Background: an optimization exercise with open tools, aiming at small area and few clock cycles per item. Do not read the settings as production practice.
Function was checked by simulation only, so behaviour that the tests miss may differ from the original.

## aes128_key_expansion
module aes128_key_expansion (
   input  wire logic         clock,
   input  wire logic         reset,
   input  wire logic         req_tvalid,
   output logic              req_tready,
   input  wire logic [127:0] req_tdata,
   output logic              rsp_tvalid,
   input  wire logic         rsp_tready,
   output logic [135:0]      rsp_tdata,
   output logic              rsp_tlast
);
Settings: LEC_CHECK=0, CAP_MARGIN=20, CORE_MARGIN=2, CORE_UTILIZATION=40, CTS_BUF_LIST=sky130_fd_sc_hd__clkbuf_4 sky130_fd_sc_hd__clkbuf_8, SLEW_MARGIN=20; clock period 5.3 ns.
standard.sh (not shown) runs the stock make flow with config.mk's settings and CLKGATE_MAP_FILE= SYNTH_SCRIPT=/design/flow/synth_recipe.tcl, a recipe that flattens the netlist after the stock synthesis.
==> flow/flow/run.sh <==
#!/bin/bash
# Own flow: the standard layout with two changes:
#  - synthesis: the abc technology-mapping step uses flow/abc_area_nf.script
#    instead of ORFS's speed script (front end, flip-flop mapping, flatten and
#    rename are the standard ones);
#  - placement: every port still gets a buffer, but buffer_ports uses the
#    1x buffer (sky130_fd_sc_hd__buf_1) rather than the cell it picks itself.
set -euo pipefail
W=$PWD
cat flow/abc_override.tcl synth_recipe.tcl > my_synth.tcl
sed "s#$W/synth_recipe.tcl#$W/my_synth.tcl#g" standard.sh > my_standard.sh
grep -q my_synth.tcl my_standard.sh
export MY_ABC_SCRIPT=$W/flow/abc_area_nf.script
export BUFFER_PORTS_ARGS="-buffer_cell sky130_fd_sc_hd__buf_1"
bash my_standard.sh synth > synth.log 2>&1
bash my_standard.sh finish > layout.log 2>&1
==> flow/flow/abc_area_nf.script <==
strash
&get -n
&dch -f
&nf -p -R 20
&put
==> flow/flow/abc_override.tcl <==
# Prepended to synth_recipe.tcl: every liberty-mapping abc call uses an
# area-oriented mapping script (structural choices, then &nf area recovery)
# in place of ORFS's speed script. Registers are untouched (no -dff).
proc abc {args} {
  set i [lsearch -exact $args -script]
  if {$i >= 0} {
    set args [lreplace $args $i [expr {$i + 1}] -script $::env(MY_ABC_SCRIPT)]
  }
  yosys abc {*}$args
}
Testbench counts at the start, summed over its fixed seeds: cycles 5,640, items 512.
Change:
--- a/flow/flow/run.sh
+++ b/flow/flow/run.sh
@@ -7 +7,2 @@
-#    1x buffer (sky130_fd_sc_hd__buf_1) rather than the cell it picks itself.
+#    1x buffer (sky130_fd_sc_hd__buf_1) rather than the cell it picks itself;
+#  - clock tree: larger sink clusters and no dummy balancing loads.
@@ -14,0 +16 @@
+export CTS_ARGS="-sink_clustering_enable -repair_clock_nets -dont_use_dummy_load -sink_clustering_size 30 -sink_clustering_max_diameter 80 -buf_list {sky130_fd_sc_hd__clkbuf_4 sky130_fd_sc_hd__clkbuf_8}"
- CORE_UTILIZATION: 40 -> 55
=>
- The new run ran to the end with no violations
- maximum frequency goes up by 0.87%
- die area decreases by 27%
- worst setup slack is better by 0.043 ns
- clock-buffer cell count does not change
- final cell count came out lower by 6.0%
- synthesized area stays the same
- global-route usage rises by 7.4 points
- routed wire length falls by 2.3%
- critical path depth went up by 1
Change:
==> flow/flow/abc_area_nf.script (replaced) <==
strash
&get -n
&dch -f
&nf -p -R 100
&put
- CORE_UTILIZATION: 55 -> 40
After rerunning: Global-route usage fell by 6.9 points; worst setup slack loses 0.12 ns; final area rose by 2.1%; core utilization fell by 17 points; clock skew barely changes; via count fell by 1.4%; critical path depth rose by 1; maximum frequency fell by about 2.4%; wire length rose by about 3.7%; worst hold slack loses 0.018 ns.

========
Setup of lane 1:
Another version of the RTL of aes128_key_expansion (not shown whole).
Size: about 1,100 cells after synthesis, ~130 flip-flops, about 270 I/O pins, about 10,000 um2 of cells after synthesis.
export LEC_CHECK = 0
export CAP_MARGIN = 20
export CORE_MARGIN = 2
export CORE_UTILIZATION = 40
export SLEW_MARGIN = 20
create_clock -name core_clock -period 5.3 [get_ports {clock}]
==> flow/flow/run.sh <==
#!/bin/bash
# Own flow: the standard layout, with one change to synthesis: the
# abc technology-mapping step uses flow/abc_area_nf.script instead of ORFS's
# speed script. Everything else (front end, flip-flop mapping, flatten,
# rename, floorplan to finish) is the standard flow.
set -euo pipefail
W=$PWD
cat flow/abc_override.tcl synth_recipe.tcl > my_synth.tcl
sed "s#$W/synth_recipe.tcl#$W/my_synth.tcl#g" standard.sh > my_standard.sh
grep -q my_synth.tcl my_standard.sh
export MY_ABC_SCRIPT=$W/flow/abc_area_nf.script
bash my_standard.sh synth > synth.log 2>&1
bash my_standard.sh finish > layout.log 2>&1
==> flow/flow/abc_area_nf.script <==
strash
&get -n
&dch -f
&nf -p -R 1000
&put
Scripts as last shown in full above: flow/flow/abc_override.tcl
Testbench counts of lane 1, summed over its fixed seeds: cycles 5,640, items 512.
Input changes introduced in lane 2 (baseline for comparison: lane 1):
Settings: CTS_BUF_LIST newly set to sky130_fd_sc_hd__clkbuf_4 sky130_fd_sc_hd__clkbuf_8.
==> flow/flow/run.sh <==
#!/bin/bash
# Own flow: the standard layout with two changes:
#  - synthesis: the abc technology-mapping step uses flow/abc_area_nf.script
#    instead of ORFS's speed script (front end, flip-flop mapping, flatten and
#    rename are the standard ones);
#  - placement: every port still gets a buffer, but buffer_ports uses the
#    1x buffer (sky130_fd_sc_hd__buf_1) rather than the cell it picks itself.
set -euo pipefail
W=$PWD
cat flow/abc_override.tcl synth_recipe.tcl > my_synth.tcl
sed "s#$W/synth_recipe.tcl#$W/my_synth.tcl#g" standard.sh > my_standard.sh
grep -q my_synth.tcl my_standard.sh
export MY_ABC_SCRIPT=$W/flow/abc_area_nf.script
export BUFFER_PORTS_ARGS="-buffer_cell sky130_fd_sc_hd__buf_1"
bash my_standard.sh synth > synth.log 2>&1
bash my_standard.sh finish > layout.log 2>&1
Results
- From lane 1 to lane 2, sequential cell count did not move at all.
- Compared with lane 1, lane 2 shows a data arrival time of the critical path that is 0.07 ns higher.
- Lane 2 vs. lane 1: clock tree buffer count of the final layout went down 1; final routed wirelength across all metal layers went down 880 um.

## static timing again, ports no longer ideal
The flow's constraints put no driver on any port. The routed layouts listed below were extracted and timed again, unchanged, in two steps.
Step 1 assumes that a clkbuf_16 drives the clock port and a buf_2 every other input.
Step 2 times the ports against the registers' clock, not the clock port: input delays grow and output delays shrink by t, the midpoint of the rising clock arrivals with the driver on.
a / b / c = no drivers / after step 1 / after step 2; a / b = the first two.
run | t (ns) | setup WS [ns] | hold WS [ns] | latest minus earliest clock arrival (ns) | pins driven straight from the clock port
the first run of note 1 | 0.493 | 0.309 / 0.309 / 0.309 | 0.480 / 0.480 / 0.480 | 0.017 / 0.018 | 1
the second run of note 1 | 0.488 | 0.352 / 0.352 / 0.352 | 0.479 / 0.479 / 0.479 | 0.036 / 0.036 | 1
the third run of note 1 | 0.476 | 0.232 / 0.232 / 0.232 | 0.461 / 0.461 / 0.461 | 0.037 / 0.037 | 1
lane 1 | 0.468 | 0.159 / 0.159 / 0.159 | 0.625 / 0.625 / 0.625 | 0.016 / 0.017 | 1
lane 2 | 0.489 | 0.106 / 0.106 / 0.106 | 0.622 / 0.622 / 0.622 | 0.022 / 0.022 | 1
After both steps every run listed still meets setup and hold.
